From an optimization exercise on the open Yosys and OpenROAD flow, aimed at small area, a short achievable clock period and few clock cycles; shortcuts taken in it are not production practice. Only simulation tests tie the RTL to the original design; equivalence was not proved. Power figures rest on the tool's default switching activity, not on a simulated workload.

## design/flow/design.v

```verilog
package lsce_pkg;
  localparam int COL_W    = 12;
  localparam int ROW_W    = 12;
  localparam int CENTRE_W = 20;
endpackage
module lsce_front (
  input  logic        clk,
  input  logic        rst_n,
  input  logic        in_push,
  output logic        in_full,
  input  logic [7:0]  in_pixel,
  input  logic        in_row_end,
  input  logic        in_frame_end,
  input  logic [8:0]  thr,
  input  logic        job_free,
  output logic        job_load,
  output logic [8:0]  job_p,
  output logic [9:0]  job_d1,
  output logic [8:0]  job_s,
  output logic [9:0]  job_d2,
  output logic [11:0] job_pkc,
  output logic [11:0] job_trc,
  output logic        job_found,
  output logic [11:0] job_row,
  output logic        job_last
);
  logic [7:0]        pd0_r, pd1_r;
  logic [11:0]       kcm_r;         
  logic              rstart_r;      
  logic              ev_v_r;        
  logic              ev_f_r;        
  logic              ev_last_r;
  logic signed [8:0] ev_g_r;
  logic              accept, room;
  logic signed [8:0] pk1_r, tr1_r, prev_r;
  logic [8:0]        pkp_r, trs_r;          
  logic [9:0]        pkd_r, trd_r;          
  logic [11:0]       pkc_r, trc_r;          
  logic              pk_pend_r, tr_pend_r, pk_ok_r, tr_ok_r, pk_at0_r, tr_at0_r;
  logic              fresh_r;               
  logic              fin_pend_r, pend_last_r;
  logic [11:0]       row_r;
  logic signed [8:0] n_pk1, n_tr1, n_prev;
  logic [8:0]        n_pkp, n_trs;
  logic [9:0]        n_pkd, n_trd;
  logic [11:0]       n_pkc, n_trc;
  logic              n_pk_pend, n_tr_pend, n_pk_ok, n_tr_ok, n_pk_at0, n_tr_at0, n_fresh;
  logic              upd_pk, upd_tr, fin_req, fin_last;
  logic signed [8:0] g, g0;
  logic signed [9:0] g10, prev10;
  assign in_full = fin_pend_r;
  assign accept  = in_push && !fin_pend_r;
  assign room    = kcm_r != 12'hfff;
  always_ff @(posedge clk) begin
    if (!rst_n) begin
      rstart_r <= 1'b1;
      ev_v_r <= 1'b0;
      ev_f_r <= 1'b0;
    end else begin
      ev_v_r <= accept && !rstart_r && room;
      ev_f_r <= accept ? in_row_end : (ev_f_r && fin_pend_r);
      if (accept) begin
        rstart_r <= in_row_end;
      end
    end
  end
  always_ff @(posedge clk) begin
    ev_g_r <= $signed({1'b0, in_pixel}) - $signed({1'b0, pd1_r});
    if (accept) begin
      pd1_r <= pd0_r;
      pd0_r <= in_pixel;
      if (rstart_r) begin
        kcm_r <= '0;
      end else if (room) begin
        kcm_r <= kcm_r + 12'd1;
      end
      if (in_row_end) begin
        ev_last_r <= in_frame_end;
      end
    end
  end
  always_comb begin
    g      = ev_g_r;
    g0     = fresh_r ? 9'sd0 : g;
    g10    = 10'(g);
    prev10 = 10'(prev_r);
    n_pk1 = pk1_r;  n_pkp = pkp_r;  n_pkd = pkd_r;  n_pkc = pkc_r;
    n_pk_pend = pk_pend_r;  n_pk_ok = pk_ok_r;  n_pk_at0 = pk_at0_r;
    n_tr1 = tr1_r;  n_trs = trs_r;  n_trd = trd_r;  n_trc = trc_r;
    n_tr_pend = tr_pend_r;  n_tr_ok = tr_ok_r;  n_tr_at0 = tr_at0_r;
    n_prev = prev_r;
    n_fresh = fresh_r;
    upd_pk = fresh_r || (g >= pk1_r);
    upd_tr = fresh_r || (g < tr1_r);
    if (ev_v_r) begin
      if (pk_pend_r) begin
        n_pkd = pkd_r - 10'(g10);
        n_pk_pend = 1'b0;
      end
      if (upd_pk) begin
        n_pk1 = g0;
        n_pkp = 9'(g - prev_r);
        n_pkd = 10'((g10 <<< 1) - prev10);
        n_pkc = kcm_r;
        n_pk_pend = 1'b1;
        n_pk_ok = g10 >= $signed({1'b0, thr});
        n_pk_at0 = fresh_r;
      end
      if (tr_pend_r) begin
        n_trs = trs_r + 9'(g);
        n_trd = trd_r + 10'(g10);
        n_tr_pend = 1'b0;
      end
      if (upd_tr) begin
        n_tr1 = g0;
        n_trs = 9'(-g);
        n_trd = 10'(prev10 - (g10 <<< 1));
        n_trc = kcm_r;
        n_tr_pend = 1'b1;
        n_tr_ok = g10 <= -$signed({1'b0, thr});
        n_tr_at0 = fresh_r;
      end
      n_prev = g0;
      n_fresh = 1'b0;
    end
    fin_req  = fin_pend_r || ev_f_r;
    fin_last = fin_pend_r ? pend_last_r : ev_last_r;
    job_load = fin_req && job_free;
    job_p    = n_pkp;
    job_d1   = n_pkd;
    job_s    = n_trs;
    job_d2   = n_trd;
    job_pkc  = n_pkc;
    job_trc  = n_trc;
    job_found = !n_fresh && n_pk_ok && n_tr_ok && !n_pk_at0 && !n_tr_at0
                && (n_pk1 > 9'sd0) && (n_tr1 <= 9'sd0);
    job_row  = row_r;
    job_last = fin_last;
  end
  always_ff @(posedge clk) begin
    pk1_r <= n_pk1;  pkp_r <= n_pkp;  pkd_r <= n_pkd;  pkc_r <= n_pkc;
    pk_pend_r <= n_pk_pend;  pk_ok_r <= n_pk_ok;  pk_at0_r <= n_pk_at0;
    tr1_r <= n_tr1;  trs_r <= n_trs;  trd_r <= n_trd;  trc_r <= n_trc;
    tr_pend_r <= n_tr_pend;  tr_ok_r <= n_tr_ok;  tr_at0_r <= n_tr_at0;
    prev_r <= n_prev;
    if (fin_req && !fin_pend_r) begin
      pend_last_r <= ev_last_r;
    end
  end
  always_ff @(posedge clk) begin
    if (!rst_n) begin
      fresh_r <= 1'b1;
      fin_pend_r <= 1'b0;
      row_r <= '0;
    end else begin
      fresh_r <= n_fresh || job_load;
      fin_pend_r <= fin_req && !job_free;
      if (job_load) begin
        if (fin_last) begin
          row_r <= '0;
        end else if (row_r != 12'hfff) begin
          row_r <= row_r + 12'd1;
        end
      end
    end
  end
endmodule
module lsce_back (
  input  logic               clk,
  input  logic               rst_n,
  input  logic signed [12:0] wmin,
  input  logic signed [12:0] wmax,
  input  logic               job_load,
  input  logic [8:0]         job_p,
  input  logic [9:0]         job_d1,
  input  logic [8:0]         job_s,
  input  logic [9:0]         job_d2,
  input  logic [11:0]        job_pkc,
  input  logic [11:0]        job_trc,
  input  logic               job_found,
  input  logic [11:0]        job_row,
  input  logic               job_last,
  output logic               job_free,
  output logic               out_empty,
  input  logic               out_pop,
  output logic [lsce_pkg::ROW_W-1:0]    out_row_number,
  output logic               out_found,
  output logic [lsce_pkg::CENTRE_W-1:0] out_centre_q8,
  output logic               out_last
);
  logic [9:0]  r1_r, d1_r, r2_r, d2_r;
  logic [12:0] jm_r;           
  logic [11:0] jn_r;           
  logic        ok_r, last_r;
  logic [11:0] row_r;
  logic        run_r, empty_r;
  logic [4:0]  cnt_r;
  logic [10:0] t1, t2;
  logic        dg1, dg2;
  logic [9:0]  nr1, nr2;
  logic signed [12:0] wid;
  logic [12:0] sum;
  logic        wid_ok, eq, decide, lt;
  logic signed [11:0] tv, tv_inc, tv_dec, tv_step;
  logic [12:0] hi_a, hi_b;
  assign out_empty      = empty_r;
  assign out_row_number = row_r;
  assign out_found      = ok_r;
  assign out_centre_q8  = {jm_r, jn_r[7:1]};
  assign out_last       = last_r;
  assign job_free       = !run_r && (empty_r || out_pop);
  always_comb begin
    t1  = {r1_r, 1'b0} - {1'b0, d1_r};
    t2  = {r2_r, 1'b0} - {1'b0, d2_r};
    dg1 = !t1[10];
    dg2 = !t2[10];
    nr1 = dg1 ? t1[9:0] : {r1_r[8:0], 1'b0};
    nr2 = dg2 ? t2[9:0] : {r2_r[8:0], 1'b0};
    wid = $signed({1'b0, jn_r}) - $signed({1'b0, jm_r[11:0]});
    sum = {1'b0, jm_r[11:0]} + {1'b0, jn_r} - 13'd2;
    wid_ok = (wid >= wmin) && (wid <= wmax);
    tv = $signed(jn_r);
    tv_inc = tv + 12'sd1;
    tv_dec = tv - 12'sd1;
    if (dg1 && !dg2) begin
      tv_step = {tv[10:0], 1'b1};
    end else if (!dg1 && dg2) begin
      tv_step = {tv_dec[10:0], 1'b1};
    end else begin
      tv_step = {tv[10:0], 1'b0};
    end
    eq = ((r1_r == r2_r) && (d1_r == d2_r)) || ((r1_r == '0) && (r2_r == '0));
    decide = eq || (dg1 != dg2) || (cnt_r == 5'd27);
    lt = !eq && !dg1 && dg2;
    hi_b = jm_r + 13'(tv >>> 8);
    hi_a = jm_r + 13'(tv_inc >>> 8);
  end
  always_ff @(posedge clk) begin
    if (!rst_n) begin
      run_r <= 1'b0;
      empty_r <= 1'b1;
    end else begin
      if (job_load) begin
        run_r <= 1'b1;
        empty_r <= 1'b1;
      end else if (run_r) begin
        if ((cnt_r == 5'd0 && !(ok_r && wid_ok)) || (cnt_r >= 5'd8 && decide)) begin
          run_r <= 1'b0;
          empty_r <= 1'b0;
        end
      end else if (out_pop) begin
        empty_r <= 1'b1;
      end
    end
  end
  always_ff @(posedge clk) begin
    if (job_load) begin
      r1_r <= {1'b0, job_p};
      d1_r <= job_d1;
      r2_r <= {1'b0, job_s};
      d2_r <= job_d2;
      jm_r <= {1'b0, job_pkc};
      jn_r <= job_trc;
      ok_r <= job_found;
      row_r <= job_row;
      last_r <= job_last;
      cnt_r <= '0;
    end else if (run_r) begin
      cnt_r <= cnt_r + 5'd1;
      r1_r <= nr1;
      r2_r <= nr2;
      if (cnt_r == 5'd0) begin
        if (ok_r && wid_ok) begin
          jm_r <= sum;
          jn_r <= (dg1 && !dg2) ? 12'd1 : ((!dg1 && dg2) ? 12'hfff : 12'd0);
        end else begin
          ok_r <= 1'b0;
          jm_r <= '0;
          jn_r <= '0;
        end
      end else if (cnt_r < 5'd8) begin
        jn_r <= tv_step;
      end else if (decide) begin
        jn_r <= lt ? tv : tv_inc;
        jm_r <= lt ? hi_b : hi_a;
      end
    end
  end
endmodule
module laser_stripe_center_extract (
  input  logic                clk,
  input  logic                rst_n,
  input  logic                in_push,
  output logic                in_full,
  input  logic [7:0]          in_pixel,
  input  logic                in_row_end,
  input  logic                in_frame_end,
  output logic                out_empty,
  input  logic                out_pop,
  output logic [lsce_pkg::ROW_W-1:0]    out_row_number,
  output logic                out_found,
  output logic [lsce_pkg::CENTRE_W-1:0] out_centre_q8,
  output logic                out_last,
  input  logic                cfg_valid,
  output logic                cfg_ready,
  input  logic [1:0]          cfg_index,
  input  logic [12:0]         cfg_data
);
  logic [8:0]         thr_r;
  logic signed [12:0] wmin_r, wmax_r;
  logic        job_free, job_load, job_found, job_last;
  logic [8:0]  job_p, job_s;
  logic [9:0]  job_d1, job_d2;
  logic [11:0] job_pkc, job_trc, job_row;
  assign cfg_ready = 1'b1;
  always_ff @(posedge clk) begin
    if (!rst_n) begin
      thr_r  <= 9'd35;
      wmin_r <= 13'sd1;
      wmax_r <= 13'sd20;
    end else if (cfg_valid) begin
      case (cfg_index)
        2'd0: thr_r  <= cfg_data[8:0];
        2'd1: wmin_r <= $signed(cfg_data);
        2'd2: wmax_r <= $signed(cfg_data);
        default: begin
        end
      endcase
    end
  end
  lsce_front u_front (
    .clk       (clk),
    .rst_n     (rst_n),
    .in_push   (in_push),
    .in_full   (in_full),
    .in_pixel  (in_pixel),
    .in_row_end(in_row_end),
    .in_frame_end(in_frame_end),
    .thr       (thr_r),
    .job_free  (job_free),
    .job_load  (job_load),
    .job_p     (job_p),
    .job_d1    (job_d1),
    .job_s     (job_s),
    .job_d2    (job_d2),
    .job_pkc   (job_pkc),
    .job_trc   (job_trc),
    .job_found (job_found),
    .job_row   (job_row),
    .job_last  (job_last)
  );
  lsce_back u_back (
    .clk            (clk),
    .rst_n          (rst_n),
    .wmin           (wmin_r),
    .wmax           (wmax_r),
    .job_load       (job_load),
    .job_p          (job_p),
    .job_d1         (job_d1),
    .job_s          (job_s),
    .job_d2         (job_d2),
    .job_pkc        (job_pkc),
    .job_trc        (job_trc),
    .job_found      (job_found),
    .job_row        (job_row),
    .job_last       (job_last),
    .job_free       (job_free),
    .out_empty      (out_empty),
    .out_pop        (out_pop),
    .out_row_number (out_row_number),
    .out_found      (out_found),
    .out_centre_q8  (out_centre_q8),
    .out_last       (out_last)
  );
endmodule
```

## design/flow/constraint.sdc

```tcl
create_clock -name core_clock -period 8.0 [get_ports {clk}]
set_input_delay 1.6000 -clock core_clock [delete_from_list [all_inputs] [get_ports {clk}]]
set_output_delay 1.6000 -clock core_clock [all_outputs]
set_load 0.01 [all_outputs]
```

## design/flow/run.sh

```bash
#!/bin/bash
# synth_recipe.tcl (not shown) runs the flow's synth.tcl, then flattens the netlist and writes it again
# the make line also repeats each setting of config.mk as NAME=value (left out here)
make -C /OpenROAD-flow-scripts/flow DESIGN_CONFIG=/design/flow/config.mk WORK_HOME=/design/flow/orfs CLKGATE_MAP_FILE= SYNTH_SCRIPT=/design/flow/synth_recipe.tcl finish
```

## design/flow/config.mk

```make
export PLATFORM = sky130hd
export DESIGN_NAME = laser_stripe_center_extract
export DESIGN_NICKNAME = laser_stripe_center_extract
export VERILOG_FILES = /design/flow/design.v
export SDC_FILE = /design/flow/constraint.sdc
export NUM_CORES = 4
export LEC_CHECK = 0
export ABC_CLOCK_PERIOD_IN_PS = 4000
export CAP_MARGIN = 20
export CORE_MARGIN = 2
export CORE_UTILIZATION = 40
export SETUP_SLACK_MARGIN = 4
export SLEW_MARGIN = 20
```

==> results of run 1 <==
## per-layer routing
| metal | track usage (%) | wire [um] |
|---|---|---|
| met1 | 27.8 | 22500 |
| met2 | 34.7 | 23100 |
| met3 | 3.14 | 2710 |
| met4 | 6.28 | 1420 |
| met5 | 0 | 13 |
## how the worst min path moves through the flow
stage | start | end | slack (ps) | depth (start not counted)
detailed placement | u_front.pd0_r[5]$_DFFE_PP_ | u_front.pd1_r[5]$_DFFE_PP_ | 410 | 0
floorplan | u_front.pd0_r[0]$_DFFE_PP_ | u_front.pd1_r[0]$_DFFE_PP_ | 400 | 0
finish | u_front.pd0_r[2]$_DFFE_PP_ | u_front.pd1_r[2]$_DFFE_PP_ | 420 | 0
global route | u_front.pd0_r[2]$_DFFE_PP_ | u_front.pd1_r[2]$_DFFE_PP_ | 440 | 0
global placement | u_front.pd0_r[6]$_DFFE_PP_ | u_front.pd1_r[6]$_DFFE_PP_ | 400 | 0
CTS | u_front.pd0_r[2]$_DFFE_PP_ | u_front.pd1_r[2]$_DFFE_PP_ | 430 | 0
## cell families after synthesis
logic type,count (synthesis),synth area share [%]
fa+ha+maj,204,14.7
mux,62,3.79
xor+xnor,162,7.98
simple gates,557,14.9
compound gates,427,16.1
flops,272,36.9
other cells,1,0.0209
buf+inv,256,5.66
## final cells by class
type | instances | area, um2 | share of cell area, %
multi-input combinational | 1415 | 10700 | 51.0
clock buffer | 38 | 812 | 3.89
inverter | 192 | 726 | 3.47
sequential | 272 | 6620 | 31.7
tap | 592 | 741 | 3.54
clock inverter | 18 | 180 | 0.862
timing repair buffer | 126 | 1160 | 5.54
## sequential cells by signal, summed over array words and instances, names as in the netlist, 12 cells and up
signal         count
u_front.trc_r     12
u_back.jm_r       13
u_front.row_r     12
u_back.jn_r       12
wmax_r            13
u_back.row_r      12
u_front.pkc_r     12
wmin_r            13
u_front.kcm_r     12
## cells in the mapped netlist (all sizes together), types with 7 or more instances
master    n
ha      191
inv     191
nand2   175
dfxtp   155
nor2    140
edfxtp  117
xnor2   104
a21oi    90
o21ai    87
xor2     57
a21o     53
mux2     48
nor2b    46
clkbuf   44
nand3    44
nor3     38
a21boi   30
a31oi    25
o21a     22
nand4    21
buf      20
nor4     18
nand2b   17
o22ai    15
mux2i    14
a22oi    13
or3      13
fa       12
and3     11
o211ai    8
o21bai    8
a211oi    7
a22o      7
## stage by stage
step | std cells | hold WS [ps] | power (mW)
after floorplan | 1941 | 400 | 3.95
after global placement | 2548 | 403 | 4.61
after detailed placement | 2548 | 409 | 4.67
after CTS | 2641 | 430 | 6.26
after global routing | 2653 | 436 | 6.76
final | 2653 | 423 | 6.34
## worst register-to-register path: stages, from the launching register on
cell	delay [ps]
edfxtp_1	410
inv_2	100
ha_4	130
inv_2	40
fa_2	360
nor2b_4	130
o21a_1	180
o21ai_1	120
a21oi_1	90
nor2_2	180
o21bai_1	100
a21o_1	180
a221oi_2	290
xnor2_1	150
ha_1	330
nand4_1	110
or3_1	340
a31oi_2	200
a2111oi_2	70
o32a_1	210
o2111ai_4	110
nor2_4	110
buf_12	200
a221o_1	360
o21a_1	110
## what timing repair did
action,CTS,global route
buffers inserted,36,10
hold endpoints to repair,0,0
resized for setup,40,25
setup endpoints to repair,53,66
cloned,1,2
hold buffers,0,0
pin swaps,24,13
## layout by cell type, fill, tap and decap left out, types with 7 or more instances in the layout
master	instances
xnor2_1	101
nor4_1	18
clkinv_2	7
a21oi_1	71
nor3_1	36
inv_1	182
fa_1	8
xor2_1	56
a22oi_1	13
nand2_1	173
dfxtp_1	154
o21ai_2	8
ha_1	187
o21ai_1	10
a21o_1	53
o21bai_1	8
a31oi_1	23
o22ai_1	15
edfxtp_1	117
mux2i_1	14
inv_2	7
nor2b_1	41
clkbuf_16	32
nand2b_1	17
o21a_1	21
clkdlybuf4s50_1	65
mux2_2	48
o211ai_1	8
nand3_1	43
or3_1	13
o21ai_0	68
a21oi_2	18
nor2_1	138
buf_4	56
nand4_1	21
a22o_1	7
and3_1	11
a21boi_0	28
## power by group
part | internal, mW | switching, mW | leakage (nW)
combinational | 1.34 | 1.68 | 5.73
sequential | 1.74 | 0.171 | 2.37
clock | 0.791 | 0.613 | 0.489
total | 3.88 | 2.46 | 8.59
==> impl_metrics.tcl, run 1 <==
set metrics [dict create \
    clock_latency_ps 600 \
    relSlewSlack_pct 33.5 \
    grt_max_degree 56 \
    final-setup-viol-count 0 \
    h-tree-depth 1 \
    core_area_mm2 0.0442 \
    cp-end-kind "register" \
    synth_top_area_share_pct 19.6 \
    start_kind "register" \
    syn-num-nets 2174 \
    crit_path_end "u_back.jm_r[3]$_DFFE_PP_" \
    vias 14400 \
    syn_inst 1941 \
    crit_fanout 6 \
    synthTopCellsByArea "edfxtp_1, dfxtp_1, ha_1, xnor2_1, inv_1" \
    design_area_mm2 0.0209 \
    antenna_left 0 \
    regToRegSetupSlack_ps 3190 \
    synth_seq_cells 272 \
    rsz0062_at_grt "yes" \
    slowest_delay_ps 410 \
    skew_ps 29.6 \
    ctsLongestPathBuffers 3 \
    area_growth_pct 16.4 \
    die_y_um 216 \
    die_area_mm2 0.0466 \
    report.final.slew_viol_count 0 \
    r2r_end "u_back.jm_r[3]$_DFFE_PP_" \
    cp_top_family "compound AO/OA/AOI/OAI gates" \
    power_density_mw_per_mm2 303 \
    fill_cells 4122 \
    hold_violations 0 \
    cts_buffers 30 \
    clkTransAtPathRegs_ps 60 \
    synth_edf_count 117 \
    hp-class "register to register" \
    cts_tree "yes" \
    cp.arrival_ps 5160 \
    root_buffer "clkbuf_16" \
    vias_per_cell 5.43 \
    final_util_pct 47.3 \
    worst_pin_slew_ps 994 \
    hpwl_um 36000 \
    crit_required_ps 8340 \
    crit_cells 24 \
    worst_slack_ps 3190 \
    fin_nets 2270 \
    leakagePower_nw 8.59 \
    synthDistinctLibCells 90 \
    drtIter0Drc 1150 \
    outcome "no timing/DRC/antenna violations" \
    io_buffers 65 \
    ios 67 \
    grt_antenna_before_repair 1 \
    avgSynthCellArea_um2 9.25 \
    rr_worst_depth 24 \
    post_dp_cell_area_mm2 0.0192 \
    cts.sinks 272 \
    crit_start "u_back.jn_r[0]$_DFFE_PP_" \
    drive_gt1_share_pct 12.1 \
    syn_area_mm2 0.0180 \
    rr_startpoint "u_back.jn_r[0]$_DFFE_PP_" \
    synth_top_flop_cell "dfxtp_1" \
    ys_warn_count 3 \
    diodes 0 \
    critPathBufInv 3 \
    crit_slowest_cell "edfxtp_1" \
    dr.pass1.iters 6 \
    place_congestion 0.890 \
    wire_per_inst_um 18.7 \
    track_usage_pct 20.8 \
    crit_type "register to register" \
    async_flop_share_pct 0 \
    grt-ovfl-total 0 \
    grt_pass1_wl_um 77500 \
    floorplan.initialDensity_pct 40.6 \
    max_freq_mhz 208 \
    synth_seq_area_share_pct 36.9 \
    tns_ps 0 \
    post-place-ws_ps 2270 \
    ir_worst_vdd_uv 198 \
    grt_pass1_vias 14300 \
    drc 0 \
    placementRows 77 \
    crit_path_cell_trace "inv_2 -> ha_4 -> inv_2 -> fa_2 -> nor2b_4 -> o21a_1 -> o21ai_1 -> a21oi_1 -> nor2_2 -> o21bai_1 -> a21o_1 -> a221oi_2 -> xnor2_1 -> ha_1 -> nand4_1 -> or3_1 -> a31oi_2 -> a2111oi_2 -> o32a_1 -> o2111ai_4 -> nor2_4 -> buf_12 -> a221o_1 -> o21a_1" \
    wl_um 49700 \
    synth_area_leader_cell "edfxtp_1" \
    finalCritPeriodShare_pct 60.2 \
    die_w_um 216 \
    period_minus_slack_ps 4810 \
    drv_cap 0 \
]
Testbench counts, summed over its fixed seeds: cycles 84,936.
==> inputs of run 2 (changes only) <==
--- a/design/flow/config.mk
+++ b/design/flow/config.mk
@@ -6,8 +6,6 @@
 export NUM_CORES = 4
 export LEC_CHECK = 0
-export ABC_CLOCK_PERIOD_IN_PS = 4000
 export CAP_MARGIN = 20
 export CORE_MARGIN = 2
 export CORE_UTILIZATION = 40
-export SETUP_SLACK_MARGIN = 4
 export SLEW_MARGIN = 20
==> run 2 against run 1 <==
Synthesized cell count unchanged. Setup slack lost 1300 ps. Total power down 4.4%. Hold slack improved by 2.9 ps. Cell count down 1.8%. Critical path depth fell by 1. Critical path type unchanged. Clock power increased by 3%. Core utilization down 1.6 points. Sequential power about the same. Combinational power is 11% lower.
==> impl_metrics.tcl, run 2 <==
set metrics [dict create \
    h-tree-depth 1 \
    layout_common_cells "ha_1, inv_1, nand2_1" \
    tns_ps 0 \
    hold_violations 0 \
    ios 67 \
    place_congestion 0.877 \
    synth_seq_cells 272 \
    hp-class "register to register" \
    layout_commonest_cell "ha_1" \
    grt_pass1_vias 13800 \
    finalCritPeriodShare_pct 76.0 \
    synth_area_leader_cell "edfxtp_1" \
    ys_warn_count 3 \
    crit_required_ps 8440 \
    syn_area_mm2 0.0180 \
    post-place-ws_ps 1990 \
    crit_type "register to register" \
    drc 0 \
    diodes 0 \
    placementRows 77 \
    area_growth_pct 12.5 \
    async_flop_share_pct 0 \
    synth_top_area_share_pct 19.6 \
    grt_pass1_wl_um 74700 \
    avgSynthCellArea_um2 9.25 \
    root_buffer "clkbuf_16" \
    grtUsageMet1_pct 25.9 \
    leakagePower_nw 8.29 \
    fin_nets 2221 \
    synth.most_common_cell "ha_1" \
    io_buffers 65 \
    fin_hold_ws_ps 426 \
    die_w_um 216 \
    worst_slack_ps 1920 \
    cp-end-kind "register" \
    rsz0062_at_grt "no" \
    p_seq_share_pct 32.0 \
    hpwl_um 34800 \
    drv_cap 0 \
    cts.sinks 272 \
    track_usage_pct 19.9 \
    p_comb_share_pct 44.3 \
    outcome "no timing/DRC/antenna violations" \
    seqCellArea_mm2 0.00662 \
    synth_edf_count 117 \
    synthDistinctLibCells 90 \
    holdBufCountCts 0 \
    grt_use_met3_pct 2.13 \
    clkTransAtPathRegs_ps 60 \
    synthTopCellsByArea "edfxtp_1, dfxtp_1, ha_1, xnor2_1, inv_1" \
    cp.arrival_ps 6520 \
    synth_common_cells "ha_1, inv_1, nand2_1" \
    globalRouteMet2Util_pct 34.6 \
    switching_share_pct 37.8 \
    final-setup-viol-count 0 \
    globalRoute.busiestLayer "met2" \
    p_clk_share_pct 23.7 \
    die_y_um 216 \
    relSlewSlack_pct 33.1 \
    grt_max_degree 73 \
    grt_antenna_before_repair 0 \
    max_freq_mhz 164 \
    vias_per_cell 5.39 \
    synth_seq_area_share_pct 36.9 \
    clock_latency_ps 590 \
    start_kind "register" \
    synth_top_flop_cell "dfxtp_1" \
    antenna_left 0 \
    wire_per_inst_um 17.9 \
    multi_input_area_mm2 0.0103 \
    layout.cells.non_filler 2604 \
    post_cts_buffers 0 \
    floorplan.initialDensity_pct 40.6 \
    cts_buffers 31 \
    p_switching_mw 2.29 \
    syn-num-nets 2174 \
    fill_cells 4232 \
    finalPower_mw 6.06 \
    cts.repair.resized 0 \
    cts_tree "yes" \
    ir_worst_vdd_uv 177 \
    worst_pin_slew_ps 1000 \
    die_area_mm2 0.0466 \
    drive_gt1_share_pct 7.06 \
    crit_fanout 13 \
    intPower_mw 3.76 \
    dp_cells 2547 \
    power_density_mw_per_mm2 300 \
    wl_um 46700 \
    report.final.slew_viol_count 0 \
    period_minus_slack_ps 6080 \
    ctsLongestPathBuffers 3 \
    syn_inst 1941 \
    dr.pass1.iters 5 \
    grt-ovfl-total 0 \
    core_area_mm2 0.0442 \
    vias 14000 \
    drtIter0Drc 905 \
    skew_ps 13.2 \
    top_regs "u_back.jm_r (13), wmax_r (13), wmin_r (13)" \
]
-- run 2: power by group through the flow --
stage	logic [mW]	registers (mW)	clock network (mW)
floorplan	2.03	1.91	0
global placement	2.60	1.95	0
detailed placement	2.65	1.96	0
CTS	2.68	1.93	1.47
global route	3.01	1.96	1.53
finish	2.68	1.94	1.44
-- run 2: worst paths after layout --
path,from,end,slack (ps),depth (start not counted)
worst min register to register,u_front.pd0_r[0]$_DFFE_PP_,u_front.pd1_r[0]$_DFFE_PP_,430,0
worst min-delay path,u_front.pd0_r[0]$_DFFE_PP_,u_front.pd1_r[0]$_DFFE_PP_,430,0
worst max register to register,u_back.jn_r[0]$_DFFE_PP_,u_back.jn_r[1]$_DFFE_PP_,1920,23
worst max-delay path,u_back.jn_r[0]$_DFFE_PP_,u_back.jn_r[1]$_DFFE_PP_,1920,23
-- run 2: metrics by stage --
stage                     instance area [um2]  util [%]
final                                   20200      45.6
after CTS                               20200      45.6
after detailed placement                19200      43.3
after floorplan                         18000         -
after global routing                    20200      45.6
after global placement                  19200      43.3
-- run 2: worst max-delay path, stage by stage (launching register included) --
cell and delay [ps]:
edfxtp_1 470, inv_1 200, ha_1 220, inv_1 60, fa_1 400, nor2b_1 150, o21a_1 180, o21ai_0 140
a21oi_1 90, nor2_1 220, o21bai_1 100, a21o_1 200, a221oi_1 400, xnor2_1 230, ha_1 310, and4_1 170
a21oi_1 140, o21ai_0 120, a2111oi_0 370, o32a_1 240, o2111ai_2 230, nor2_2 590, a21oi_1 440, a21oi_1 240
-- run 2: cell type report --
type	instances	share of cell area (%)
repair buffers	78	3.71
well taps	592	3.67
inverters	192	3.57
clock buffers	44	4.39
multi-input cells	1413	51.2
clock inverters	13	0.676
flip-flops and latches	272	32.8
-- run 2: logic make-up after synthesis --
family / Yosys count / synth area share [%]
compound gates: 427 / 16.1
xor+xnor: 162 / 7.98
fa+ha+maj: 204 / 14.7
buf+inv: 256 / 5.66
flops: 272 / 36.9
mux: 62 / 3.79
other cells: 1 / 0.0209
simple gates: 557 / 14.9
-- run 2: layer usage --
layer	wire, um	vias to the layer above
met5	0	-
met4	1290	0
met3	1920	80
met2	22400	275
met1	21100	6736
li1	-	6951
==> inputs of run 3 (changes only) <==
--- a/design/flow/config.mk
+++ b/design/flow/config.mk
@@ -6,6 +6,8 @@
 export NUM_CORES = 4
 export LEC_CHECK = 0
+export ABC_CLOCK_PERIOD_IN_PS = 3000
 export CAP_MARGIN = 20
 export CORE_MARGIN = 2
 export CORE_UTILIZATION = 40
+export SETUP_SLACK_MARGIN = 5
 export SLEW_MARGIN = 20
==> run 3 against run 2 <==
Still clean on timing, DRC and antenna. Sequential power about the same. Total power up 8.1%. Critical path depth up 1. Core utilization up 4.0 points. Sequential share of layout area down 2.6 points. Cell area up 8.8%. Die area unchanged. Critical path type unchanged. Critical endpoint is now u_back.jm_r[4]$_DFFE_PP_.
==> impl_metrics.tcl, run 3 <==
set metrics [dict create \
    outcome "no timing/DRC/antenna violations" \
    cts.sinks 272 \
    crit_fanout 6 \
    ctsLongestPathBuffers 3 \
    dr.pass1.iters 5 \
    power_density_mw_per_mm2 298 \
    track_usage_pct 22.2 \
    cts_buffers 31 \
    relSlewSlack_pct 34.4 \
    hold_violations 0 \
    h-tree-depth 1 \
    drtIter0Drc 1101 \
    period_minus_slack_ps 4790 \
    cp-end-kind "register" \
    drc 0 \
    crit_required_ps 8350 \
    ios 67 \
    synth.most_common_cell "ha_1" \
    skew_ps 15.6 \
    drive_gt1_share_pct 17.2 \
    synthDistinctLibCells 90 \
    crit_type "register to register" \
    grt_max_degree 56 \
    root_buffer "clkbuf_16" \
    core_area_mm2 0.0442 \
    async_flop_share_pct 0 \
    clkTransAtPathRegs_ps 60 \
    die_w_um 216 \
    ir_worst_vdd_uv 185 \
    worst_pin_slew_ps 981 \
    synthTopCellsByArea "edfxtp_1, dfxtp_1, ha_1, xnor2_1, inv_1" \
    start_kind "register" \
    syn_inst 1941 \
    synth_seq_area_share_pct 36.9 \
    cp.arrival_ps 5130 \
    critPathBufInv 3 \
    layout_common_cells "ha_1, inv_1, nand2_1" \
    syn_area_mm2 0.0180 \
    report.final.slew_viol_count 0 \
    syn-num-nets 2174 \
    synth_area_leader_cell "edfxtp_1" \
    final-setup-viol-count 0 \
    grt-ovfl-total 0 \
    vias 14900 \
    antenna_left 0 \
    ys_warn_count 3 \
    grt_pass1_vias 14600 \
    die_area_mm2 0.0466 \
    wire_per_inst_um 19.3 \
    rsz0062_at_grt "yes" \
    grt_pass1_wl_um 81800 \
    avgSynthCellArea_um2 9.25 \
    cts_tree "yes" \
    grt_antenna_before_repair 1 \
    synth_edf_count 117 \
    area_growth_pct 22.3 \
    placementRows 77 \
    die_y_um 216 \
    max_freq_mhz 209 \
    drv_cap 0 \
    wl_um 52700 \
    slowest_delay_ps 420 \
    vias_per_cell 5.45 \
    tns_ps 0 \
    synth_top_flop_cell "dfxtp_1" \
    fin_nets 2341 \
    hp-class "register to register" \
    floorplan.initialDensity_pct 40.6 \
    top_regs "u_back.jm_r (13), wmax_r (13), wmin_r (13)" \
    crit_path_cell_trace "inv_2 -> ha_4 -> inv_2 -> fa_2 -> nor2b_4 -> o21a_1 -> o21ai_1 -> a21oi_1 -> nor2_2 -> o21bai_1 -> a21o_1 -> a221oi_2 -> xnor2_1 -> ha_1 -> nand4_1 -> or3_1 -> a31oi_2 -> a2111oi_2 -> o32a_1 -> o2111ai_4 -> nor2_4 -> buf_8 -> a221o_1 -> o21a_1" \
    hpwl_um 35900 \
    io_buffers 65 \
    synth_top_area_share_pct 19.6 \
    synth_common_cells "ha_1, inv_1, nand2_1" \
    clock_latency_ps 590 \
    leakagePower_nw 9.13 \
    finalPower_mw 6.54 \
    finalCritPeriodShare_pct 59.8 \
    cp_top_family "compound AO/OA/AOI/OAI gates" \
    layout_commonest_cell "ha_1" \
    crit_slowest_cell "edfxtp_1" \
    synth_seq_cells 272 \
    place_congestion 0.912 \
]
-- run 3: final timing paths --
path                                                  from                          to  slack [ps]  depth (start not counted)
worst max-delay path              u_back.jn_r[0]$_DFFE_PP_    u_back.jm_r[4]$_DFFE_PP_        3210                         24
worst min-delay path            u_front.pd0_r[4]$_DFFE_PP_  u_front.pd1_r[4]$_DFFE_PP_         430                          0
worst max register to register    u_back.jn_r[0]$_DFFE_PP_    u_back.jm_r[4]$_DFFE_PP_        3210                         24
worst min register to register  u_front.pd0_r[4]$_DFFE_PP_  u_front.pd1_r[4]$_DFFE_PP_         430                          0
-- run 3: cells by family (layout without fill, tap and decap cells) --
group                    count (synthesis)  count (layout)  share of synthesized area [%]
AO/OA/AOI/OAI                          427             431                           16.1
flip-flops                             272             272                           36.9
AND/OR/NAND/NOR                        557             557                           14.9
other                                    1               2                         0.0209
multiplexers                            62              62                           3.79
adder cells (fa/ha/maj)                204             204                           14.7
XOR/XNOR                               162             162                           7.98
buffers and inverters                  256             444                           5.66
-- run 3: what timing repair did --
item,CTS,global route
resized for setup,168,77
hold buffers,0,0
gates cloned,8,1
endpoints found under the setup margin,231,124
setup buffers,62,47
pin swaps,32,32
-- run 3: stage by stage --
stage                     setup slack, ps  hold slack (ps)  utilization (%)  instances  area [um2]
after floorplan                      3530              400                -       1941       18100
final                                3210              426             49.7       2726       22000
after global placement               2430              403             43.7       2549       19300
after CTS                            3230              429             48.1       2677       21300
after detailed placement             2370              407             43.7       2549       19300
after global routing                 2910              434             49.6       2725       22000
-- run 3: area by class of cell --
| type | count | area [um2] |
|---|---|---|
| fill | 4039 | 22300 |
| antenna | 1 | 2.50 |
| timing repair buffer | 194 | 1930 |
| sequential | 272 | 6630 |
| inverter | 192 | 747 |
| multi-input combinational | 1417 | 10900 |
| clock buffer | 42 | 847 |
| tap | 592 | 741 |
| clock inverter | 16 | 140 |
-- run 3: layer usage --
metal / part of all wire (%) / track usage, %
met5: 0 / 0
met4: 3.0 / 6.62
met3: 5.7 / 3.57
met2: 46 / 36.5
met1: 45 / 29.9
-- run 3: power breakdown --
group          leakage [nW]  switching, mW  internal [mW]  total (mW)
clock network         0.482          0.608          0.781        1.39
logic                  6.28           1.76           1.49        3.25
registers              2.37          0.166           1.74        1.91
total                  9.13           2.54           4.01        6.54

## afterwards: timing with drivers on the ports
Ports are ideal in the flow. The routed layouts listed here were re-timed in OpenROAD.
Step 1 assumes that a clkbuf_16 drives the clock port and a buf_2 every other input.
Step 2 moves the port delays by t, midway between the first and last clock arrival at a register: inputs arrive t later, outputs are due t later. That takes back most of the time a late clock gives input paths.
Slacks: ideal ports / drivers / drivers and shift; pairs: ideal ports / drivers.
| run | t, ns | setup WS [ns] | hold WS [ns] | pins driven straight from the clock port |
|---|---|---|---|---|
| run 1 | 0.645 | 3.188 / 3.188 / 3.188 | 0.423 / 0.423 / 0.423 | 1 |
| run 2 | 0.639 | 1.917 / 1.917 / 1.917 | 0.426 / 0.426 / 0.426 | 1 |
| run 3 | 0.643 | 3.213 / 3.213 / 3.213 | 0.426 / 0.426 / 0.426 | 1 |
After both steps setup and hold are still met in every run listed.
